This design comes from an exercise in tuning for small area, a short achievable clock period and few clock cycles on the open sky130 flow, not from production work. In this exercise RTL edits were held to simulation tests only and were not proved equivalent to the original. Power is estimated from default activity; no workload was simulated.

==> run a <==
// dcache_top
module dcache_top
#(
  parameter int INDEX_BITS = 5,
  localparam int TAG_BITS = 30 - INDEX_BITS
) (
  input  logic    clock,
  input  logic    reset,
  input  logic    req_valid,
  output logic    req_ready,
  input  logic    req_write,
  input  dcache_pkg::addr_t   req_addr,
  input  dcache_pkg::access_t req_access,
  input  dcache_pkg::word_t   req_wdata,
  output logic    rsp_valid,
  input  logic    rsp_ready,
  output dcache_pkg::word_t   rsp_rdata,
  output logic    mem_req_valid,
  input  logic    mem_req_ready,
  output logic    mem_req_write,
  output dcache_pkg::addr_t   mem_req_addr,
  output dcache_pkg::word_t   mem_req_wdata,
  input  logic    mem_rsp_valid,
  input  dcache_pkg::word_t   mem_rsp_rdata
);
  localparam int SETS = 1 << INDEX_BITS;
  localparam int OB   = dcache_pkg::OFFSET_BITS;
  localparam int RQD  = 8;    
  localparam int RQW  = 3;
  typedef logic [INDEX_BITS-1:0] set_t;
  typedef logic [TAG_BITS-1:0]   tag_t;
  typedef dcache_pkg::word_t     word_t;
  logic              l0_valid, l1_valid, rdy_q;
  logic              l0_write, l1_write;
  dcache_pkg::addr_t l0_addr,  l1_addr;
  logic [2:0]        l0_acc,   l1_acc;
  word_t             l0_wdata, l1_wdata;
  logic [SETS-1:0]   l0_sel;    
  logic accept, r_advance, c_advance;
  assign req_ready = rdy_q;
  assign accept    = req_valid && !l1_valid;
  tag_t            tag_q  [2][SETS];
  word_t           data_q [2][SETS];
  logic [SETS-1:0] val0_q, val1_q, dty0_q, dty1_q, lru_q;
  set_t r_set;
  tag_t r_tag;
  assign r_set = l0_addr[OB +: INDEX_BITS];
  assign r_tag = l0_addr[OB + INDEX_BITS +: TAG_BITS];
  tag_t  r_t0, r_t1;
  word_t r_d0, r_d1;
  logic  r_v0, r_v1, r_y0, r_y1, r_lru, r_victim;
  always_comb begin
    r_t0 = '0;  r_t1 = '0;  r_d0 = '0;  r_d1 = '0;
    r_v0 = 1'b0; r_v1 = 1'b0; r_y0 = 1'b0; r_y1 = 1'b0; r_lru = 1'b0;
    for (int s = 0; s < SETS; s++) begin
      r_t0  = r_t0 | (tag_q[0][s]  & {TAG_BITS{l0_sel[s]}});
      r_t1  = r_t1 | (tag_q[1][s]  & {TAG_BITS{l0_sel[s]}});
      r_d0  = r_d0 | (data_q[0][s] & {32{l0_sel[s]}});
      r_d1  = r_d1 | (data_q[1][s] & {32{l0_sel[s]}});
      r_v0  = r_v0  | (val0_q[s] & l0_sel[s]);
      r_v1  = r_v1  | (val1_q[s] & l0_sel[s]);
      r_y0  = r_y0  | (dty0_q[s] & l0_sel[s]);
      r_y1  = r_y1  | (dty1_q[s] & l0_sel[s]);
  ...
export LEC_CHECK = 0
export CAP_MARGIN = 20
export CORE_MARGIN = 2
export CORE_UTILIZATION = 40
export SETUP_SLACK_MARGIN = 5
export SLEW_MARGIN = 20
export TNS_END_PERCENT = 5
create_clock -name core_clock -period 10.0 [get_ports {clock}]
standard.sh (not shown) runs the stock make flow with config.mk's settings and CLKGATE_MAP_FILE= SYNTH_SCRIPT=/design/flow/synth_recipe.tcl, a recipe that flattens the netlist after the stock synthesis.
==> flow/flow/run.sh <==
#!/bin/bash
set -euo pipefail
MARGIN=6.3
EXTRA="SETUP_SLACK_MARGIN=$MARGIN 'BUFFER_PORTS_ARGS=-buffer_cell sky130_fd_sc_hd__buf_4'"
sed "s|\"\${@:-finish}\"|$EXTRA \"\${@:-finish}\"|" standard.sh > standard_tuned.sh
grep -q "SETUP_SLACK_MARGIN=$MARGIN" standard_tuned.sh
bash standard_tuned.sh > make.log 2>&1
==> run b (differences from run a) <==
--- a/flow/design.v
+++ b/flow/design.v
@@ -90,37 +90,38 @@
   typedef logic [TAG_BITS-1:0]   tag_t;
   typedef dcache_pkg::word_t     word_t;
   logic              l0_valid, l1_valid, rdy_q;
   logic              l0_write, l1_write;
   dcache_pkg::addr_t l0_addr,  l1_addr;
   logic [2:0]        l0_acc,   l1_acc;
   word_t             l0_wdata, l1_wdata;
   logic [SETS-1:0]   l0_sel;    
+  logic [SETS-1:0]   l0_seln;   
   logic accept, r_advance, c_advance;
   assign req_ready = rdy_q;
   assign accept    = req_valid && !l1_valid;
   tag_t            tag_q  [2][SETS];
   word_t           data_q [2][SETS];
   logic [SETS-1:0] val0_q, val1_q, dty0_q, dty1_q, lru_q;
   set_t r_set;
   tag_t r_tag;
   assign r_set = l0_addr[OB +: INDEX_BITS];
   assign r_tag = l0_addr[OB + INDEX_BITS +: TAG_BITS];
   tag_t  r_t0, r_t1;
   word_t r_d0, r_d1;
   logic  r_v0, r_v1, r_y0, r_y1, r_lru, r_victim;
   always_comb begin
-    r_t0 = '0;  r_t1 = '0;  r_d0 = '0;  r_d1 = '0;
+    r_t0 = '0;  r_t1 = '0;  r_d0 = '1;  r_d1 = '1;
     r_v0 = 1'b0; r_v1 = 1'b0; r_y0 = 1'b0; r_y1 = 1'b0; r_lru = 1'b0;
     for (int s = 0; s < SETS; s++) begin
       r_t0  = r_t0 | (tag_q[0][s]  & {TAG_BITS{l0_sel[s]}});
       r_t1  = r_t1 | (tag_q[1][s]  & {TAG_BITS{l0_sel[s]}});
-      r_d0  = r_d0 | (data_q[0][s] & {32{l0_sel[s]}});
-      r_d1  = r_d1 | (data_q[1][s] & {32{l0_sel[s]}});
+      r_d0  = r_d0 & (data_q[0][s] | {32{l0_seln[s]}});
+      r_d1  = r_d1 & (data_q[1][s] | {32{l0_seln[s]}});
       r_v0  = r_v0  | (val0_q[s] & l0_sel[s]);
       r_v1  = r_v1  | (val1_q[s] & l0_sel[s]);
       r_y0  = r_y0  | (dty0_q[s] & l0_sel[s]);
       r_y1  = r_y1  | (dty1_q[s] & l0_sel[s]);
       r_lru = r_lru | (lru_q[s]  & l0_sel[s]);
     end
   end
   assign r_victim = !r_v0 ? 1'b0 : !r_v1 ? 1'b1 : r_lru;
@@ -153,16 +154,46 @@
   set_t  ts_set;
   tag_t  ts_tag;
   logic  fw_valid, fw_way;
   set_t  fw_set;
   word_t fw_data;
   logic  ds_valid, ds_way;
   set_t  ds_set;
   word_t ds_data;
+  localparam int LOB = 3;
+  localparam int HIB = INDEX_BITS - LOB + 1;
+  logic [(1<<HIB)-1:0] ts_hi, fw_hi, ds_hi;
+  logic [(1<<LOB)-1:0] ts_lo, fw_lo, ds_lo;
+  function automatic logic [(1<<HIB)-1:0] dec_hi(input logic w, input set_t st);
+    dec_hi = '0;
+    dec_hi[{w, st[INDEX_BITS-1:LOB]}] = 1'b1;
+  endfunction
+  function automatic logic [(1<<LOB)-1:0] dec_lo(input set_t st);
+    dec_lo = '0;
+    dec_lo[st[LOB-1:0]] = 1'b1;
+  endfunction
+  logic [1:0][SETS-1:0] ts_we, fw_we, ds_we;
+  logic [SETS-1:0]      lru_we;
+  always_comb begin
+    for (int w = 0; w < 2; w++) begin
+      for (int s = 0; s < SETS; s++) begin
+        ts_we[w][s] = ts_hi[w * (1 << (HIB-1)) + (s >> LOB)] && ts_lo[s % (1<<LOB)];
+        fw_we[w][s] = fw_hi[w * (1 << (HIB-1)) + (s >> LOB)] && fw_lo[s % (1<<LOB)];
+        ds_we[w][s] = ds_hi[w * (1 << (HIB-1)) + (s >> LOB)] && ds_lo[s % (1<<LOB)];
+      end
+    end
+    for (int s = 0; s < SETS; s++) lru_we[s] = ts_we[0][s] || ts_we[1][s];
+  end
+  logic  ds_hold, ds_valid_d, ds_way_d;
+  set_t  ds_set_d;
+  assign ds_hold    = ds_valid && fw_valid;
+  assign ds_valid_d = c_lk_store || ds_hold;
+  assign ds_way_d   = ds_hold ? ds_way : c_way;
+  assign ds_set_d   = ds_hold ? ds_set : c_set;
   logic          iss_valid, iss_idle, iss_wb, mreq_write_q;
   tag_t          iss_mem_tag, iss_fill_tag;
   word_t         iss_wb_data;
   set_t          iss_set;
   logic          iss_way, iss_write;
   logic [2:0]    iss_acc;
   logic [OB-1:0] iss_off;
   word_t         iss_wdata;
@@ -206,20 +237,21 @@
   assign out_take = (!out_valid || rsp_ready) && rq_ready[rq_head];
   logic hit_block;
   assign hit_block = rq_full || (c_write && ds_valid && fw_valid);
   assign c_advance = c_valid && !c_pend && (c_hit ? !hit_block : (!rq_full && iss_load));
   logic r_conflict;
   assign r_conflict = (ds_valid && ds_set == r_set) ||
                       (ts_valid && ts_set == r_set) ||
                       (c_valid  && c_set  == r_set);
+  logic iss_mc, fl_mc, fw_mc;
   logic c_pend;
-  assign c_pend = (iss_valid && iss_set == c_set && iss_way == c_way) ||
-                  (fl_valid  && fl_set  == c_set && fl_way  == c_way) ||
-                  (fw_valid  && fw_set  == c_set && fw_way  == c_way);
+  assign c_pend = (iss_valid && iss_mc && iss_way == c_way) ||
+                  (fl_valid  && fl_mc  && fl_way  == c_way) ||
+                  (fw_valid  && fw_mc  && fw_way  == c_way);
   assign r_advance = l0_valid && !r_conflict && (!c_valid || c_advance);
   logic c_lk_hit, c_lk_miss, c_lk_store;
   assign c_lk_hit   = c_advance && c_hit;
   assign c_lk_miss  = c_advance && !c_hit;
   assign c_lk_store = c_lk_hit && c_write;
   logic [RQW:0] rq_count_d;
   assign rq_count_d = rq_count + (c_advance ? 1'b1 : 1'b0) - (out_take ? 1'b1 : 1'b0);
   always_ff @(posedge clock or posedge reset) begin
@@ -228,16 +260,19 @@
       l1_valid     <= 1'b0;
       rdy_q        <= 1'b1;
       c_valid      <= 1'b0;
       val0_q       <= '0;
       val1_q       <= '0;
       ts_valid     <= 1'b0;
       fw_valid     <= 1'b0;
       ds_valid     <= 1'b0;
+      ts_hi        <= '0;
+      fw_hi        <= '0;
+      ds_hi        <= '0;
       iss_valid    <= 1'b0;
       iss_idle     <= 1'b1;
       fl_valid     <= 1'b0;
       fill_due     <= 1'b0;
       rq_ready     <= '0;
       rq_head      <= '0;
       rq_tail      <= '0;
       rq_count     <= '0;
@@ -251,20 +286,23 @@
       end else if (accept) begin
         l1_valid <= 1'b1;
         rdy_q    <= 1'b0;
       end
       if (r_advance)      c_valid <= 1'b1;
       else if (c_advance) c_valid <= 1'b0;
       ts_valid <= c_advance;
       fw_valid <= fill_rsp;
-      ds_valid <= c_lk_store || (ds_valid && fw_valid);
-      if (ts_valid && ts_miss) begin
-        if (ts_way) val1_q[ts_set] <= 1'b1;
-        else        val0_q[ts_set] <= 1'b1;
+      ds_valid <= ds_valid_d;
+      ts_hi    <= c_advance ? dec_hi(c_way, c_set) : '0;
+      fw_hi    <= fill_rsp ? dec_hi(fl_way, fl_set) : '0;
+      ds_hi    <= (ds_valid_d && !fill_rsp) ? dec_hi(ds_way_d, ds_set_d) : '0;
+      for (int s = 0; s < SETS; s++) begin
+        if (ts_miss && ts_we[0][s]) val0_q[s] <= 1'b1;
+        if (ts_miss && ts_we[1][s]) val1_q[s] <= 1'b1;
       end
       if (c_lk_miss) begin
         iss_valid <= 1'b1;
         iss_idle  <= 1'b0;
       end else if (iss_fill_acc) begin
         iss_valid <= 1'b0;
         iss_idle  <= 1'b1;
       end
@@ -288,23 +326,25 @@
   end
   always_ff @(posedge clock) begin
     if (!l0_valid || r_advance) begin
       if (l1_valid) begin
         l0_write <= l1_write;
         l0_addr  <= l1_addr;
         l0_acc   <= l1_acc;
         l0_wdata <= l1_wdata;
-        for (int s = 0; s < SETS; s++) l0_sel[s] <= (l1_addr[OB +: INDEX_BITS] == s);
+        for (int s = 0; s < SETS; s++) l0_sel[s]  <= (l1_addr[OB +: INDEX_BITS] == s);
+        for (int s = 0; s < SETS; s++) l0_seln[s] <= (l1_addr[OB +: INDEX_BITS] != s);
       end else begin
         l0_write <= req_write;
         l0_addr  <= req_addr;
         l0_acc   <= req_access;
         l0_wdata <= req_wdata;
-        for (int s = 0; s < SETS; s++) l0_sel[s] <= (req_addr[OB +: INDEX_BITS] == s);
+        for (int s = 0; s < SETS; s++) l0_sel[s]  <= (req_addr[OB +: INDEX_BITS] == s);
+        for (int s = 0; s < SETS; s++) l0_seln[s] <= (req_addr[OB +: INDEX_BITS] != s);
       end
     end
     if (accept) begin
       l1_write <= req_write;
       l1_addr  <= req_addr;
       l1_acc   <= req_access;
       l1_wdata <= req_wdata;
     end
@@ -314,48 +354,56 @@
       c_acc    <= l0_acc;
       c_wdata  <= l0_wdata;
       c_hit0   <= r_v0 && (r_t0 == r_tag);
       c_hit1   <= r_v1 && (r_t1 == r_tag);
       c_victim <= r_victim;
       c_vdirty <= r_victim ? (r_v1 && r_y1) : (r_v0 && r_y0);
       c_y0     <= r_y0;
       c_y1     <= r_y1;
-      c_vtag   <= r_victim ? r_t1 : r_t0;
+      c_vtag   <= r_lru ? r_t1 : r_t0;    
     end
     if (r_advance) begin
       c_d0 <= (fw_valid && fw_set == r_set && !fw_way) ? fw_data : r_d0;
       c_d1 <= (fw_valid && fw_set == r_set &&  fw_way) ? fw_data : r_d1;
     end else if (fw_valid && fw_set == c_set) begin
       if (fw_way) c_d1 <= fw_data;
       else        c_d0 <= fw_data;
     end
     ts_set   <= c_set;
     ts_way   <= c_way;
     ts_miss  <= !c_hit;
     ts_tag   <= c_tag;
     ts_dirty <= c_write || (c_hit && (c_way ? c_y1 : c_y0));
-    if (ts_valid) begin
-      lru_q[ts_set] <= !ts_way;
-      if (ts_way) dty1_q[ts_set] <= ts_dirty;
-      else        dty0_q[ts_set] <= ts_dirty;
-      if (ts_miss) tag_q[ts_way][ts_set] <= ts_tag;
+    ts_lo    <= dec_lo(c_set);
+    fw_lo    <= dec_lo(fl_set);
+    ds_lo    <= dec_lo(ds_set_d);
+    for (int s = 0; s < SETS; s++) begin
+      if (lru_we[s])   lru_q[s]  <= !ts_way;
+      if (ts_we[0][s]) dty0_q[s] <= ts_dirty;
+      if (ts_we[1][s]) dty1_q[s] <= ts_dirty;
+      for (int w = 0; w < 2; w++) begin
+        if (ts_miss && ts_we[w][s]) tag_q[w][s] <= ts_tag;
+      end
     end
     if (fill_rsp) begin
       fw_set  <= fl_set;
       fw_way  <= fl_way;
       fw_data <= fl_write ? fill_merged : mem_rsp_rdata;
     end
-    if (!(ds_valid && fw_valid)) begin
+    if (!ds_hold) begin
       ds_set  <= c_set;
       ds_way  <= c_way;
       ds_data <= merged;
     end
-    if (fw_valid)      data_q[fw_way][fw_set] <= fw_data;
-    else if (ds_valid) data_q[ds_way][ds_set] <= ds_data;
+    for (int w = 0; w < 2; w++) begin
+      for (int s = 0; s < SETS; s++) begin
+        if (fw_we[w][s] || ds_we[w][s]) data_q[w][s] <= fw_valid ? fw_data : ds_data;
+      end
+    end
     if (iss_load) begin
       iss_wb       <= c_vdirty;
       mreq_write_q <= c_vdirty;
       iss_mem_tag  <= c_vdirty ? c_vtag : c_tag;
       iss_wb_data  <= c_victim ? c_d1 : c_d0;
       iss_fill_tag <= c_tag;
       iss_set      <= c_set;
       iss_way      <= c_way;
@@ -364,16 +412,24 @@
       iss_off      <= c_addr[OB-1:0];
       iss_wdata    <= c_wdata;
       iss_rq       <= rq_tail;
     end else if (iss_wb_acc) begin
       iss_wb       <= 1'b0;
       mreq_write_q <= 1'b0;
       iss_mem_tag  <= iss_fill_tag;
     end
+    if (r_advance) begin
+      iss_mc <= !c_lk_miss && (iss_set == r_set);
+      fl_mc  <= iss_fill_acc ? (iss_set == r_set) : (fl_set == r_set);
+      fw_mc  <= fill_rsp ? (fl_set == r_set) : (fw_set == r_set);
+    end else begin
+      if (iss_fill_acc) fl_mc <= iss_mc;
+      if (fill_rsp)     fw_mc <= fl_mc;
+    end
     if (iss_fill_acc) begin
       fl_set   <= iss_set;
       fl_way   <= iss_way;
       fl_write <= iss_write;
       fl_acc   <= iss_acc;
       fl_off   <= iss_off;
       fl_wdata <= iss_wdata;
       fl_rq    <= iss_rq;
==> flow/flow/run.sh (replaced) <==
#!/bin/bash
set -euo pipefail
MARGIN=8.5
EXTRA="SETUP_SLACK_MARGIN=$MARGIN 'BUFFER_PORTS_ARGS=-buffer_cell sky130_fd_sc_hd__buf_4'"
sed "s|\"\${@:-finish}\"|$EXTRA \"\${@:-finish}\"|" standard.sh > standard_tuned.sh
grep -q "SETUP_SLACK_MARGIN=$MARGIN" standard_tuned.sh
bash standard_tuned.sh > make.log 2>&1
==> flow/config.mk (replaced) <==
export PLATFORM = sky130hd
export DESIGN_NAME = dcache_top
export DESIGN_NICKNAME = dcache_top
export VERILOG_FILES = /design/flow/design.v
export SDC_FILE = /design/flow/constraint.sdc
export NUM_CORES = 4
export LEC_CHECK = 0
export CAP_MARGIN = 20
export CELL_PAD_IN_SITES_DETAIL_PLACEMENT = 1
export CELL_PAD_IN_SITES_GLOBAL_PLACEMENT = 1
export CORE_MARGIN = 2
export CORE_UTILIZATION = 55
export CTS_CLUSTER_DIAMETER = 100
export CTS_CLUSTER_SIZE = 25
export SETUP_SLACK_MARGIN = 5
export SLEW_MARGIN = 20
export TNS_END_PERCENT = 5
==> run notes <==
Run a completed without violations. Run b completed without violations.
Total power: run b is lower than run a (1.2%).
Hold slack: run a is lower than run b (26 ps).
Between run b and run a, the lower sequential power is in run a (gap about 6%, measured against run a).
In run b the maximum frequency is larger than in run a, by about 9%.
Between run b and run a, the lower via count is in run a (gap 5.3%, measured against run a).
==> figures <==
| metric | run b | run a |
|---|---|---|
| Met1 Track Usage GR | 0.600 | 0.363 |
| Worst reg2reg setup slack | 6620 ps | 5910 ps |
| Power in the clock group | 10.5 mW | 17.0 mW |
| Run status | no timing/DRC/antenna violations | no timing/DRC/antenna violations |
| Wirelength, routed | 722000 µm | 638000 µm |
| Count of synthesis-stage warnings from yosys | 5 | 3 |
| Layout cell share with drive strength beyond 1 | 0.200 | 0.152 |
| Simple-gate portion of the synthesized area | 0.0459 | 0.0419 |
| Data arrival time of the worst path | 1750 ps | 4760 ps |
| Final area over synthesized area | 1.138x | 1.145x |
| Combinational cell power | 24.3 mW | 20.1 mW |
Testbench counts of run a, summed over its fixed seeds: cycles 83,327.
Testbench counts of run b, summed over its fixed seeds: cycles 83,327.

==> separate check: timing with driven ports <==
The flow's constraints put no driver on any port. The routed layouts listed below were extracted and timed again, unchanged, in two steps.
Step 1 assumes that a clkbuf_16 drives the clock port and a buf_2 every other input.
Step 2 adds t to the input delays and takes it off the output delays; t is the mean of the earliest and latest rising clock arrival at the registers after step 1. Input paths then give back, and output paths get back, about the clock's delay inside the block.
a / b / c = ideal / step 1 / step 2; a / b = the first two.
run | shift t [ns] | setup slack, ns | hold WS [ns]
run a | 1.099 | 5.913 / 5.913 / 5.078 | 0.379 / 0.379 / 0.379
run b | 1.072 | 6.254 / 6.141 / 5.609 | 0.406 / 0.406 / 0.406
After both steps setup and hold are still met in every run listed. The setup slack of run a, which loses most, moves by 0.000 ns with the drivers and by -0.835 ns with both steps.
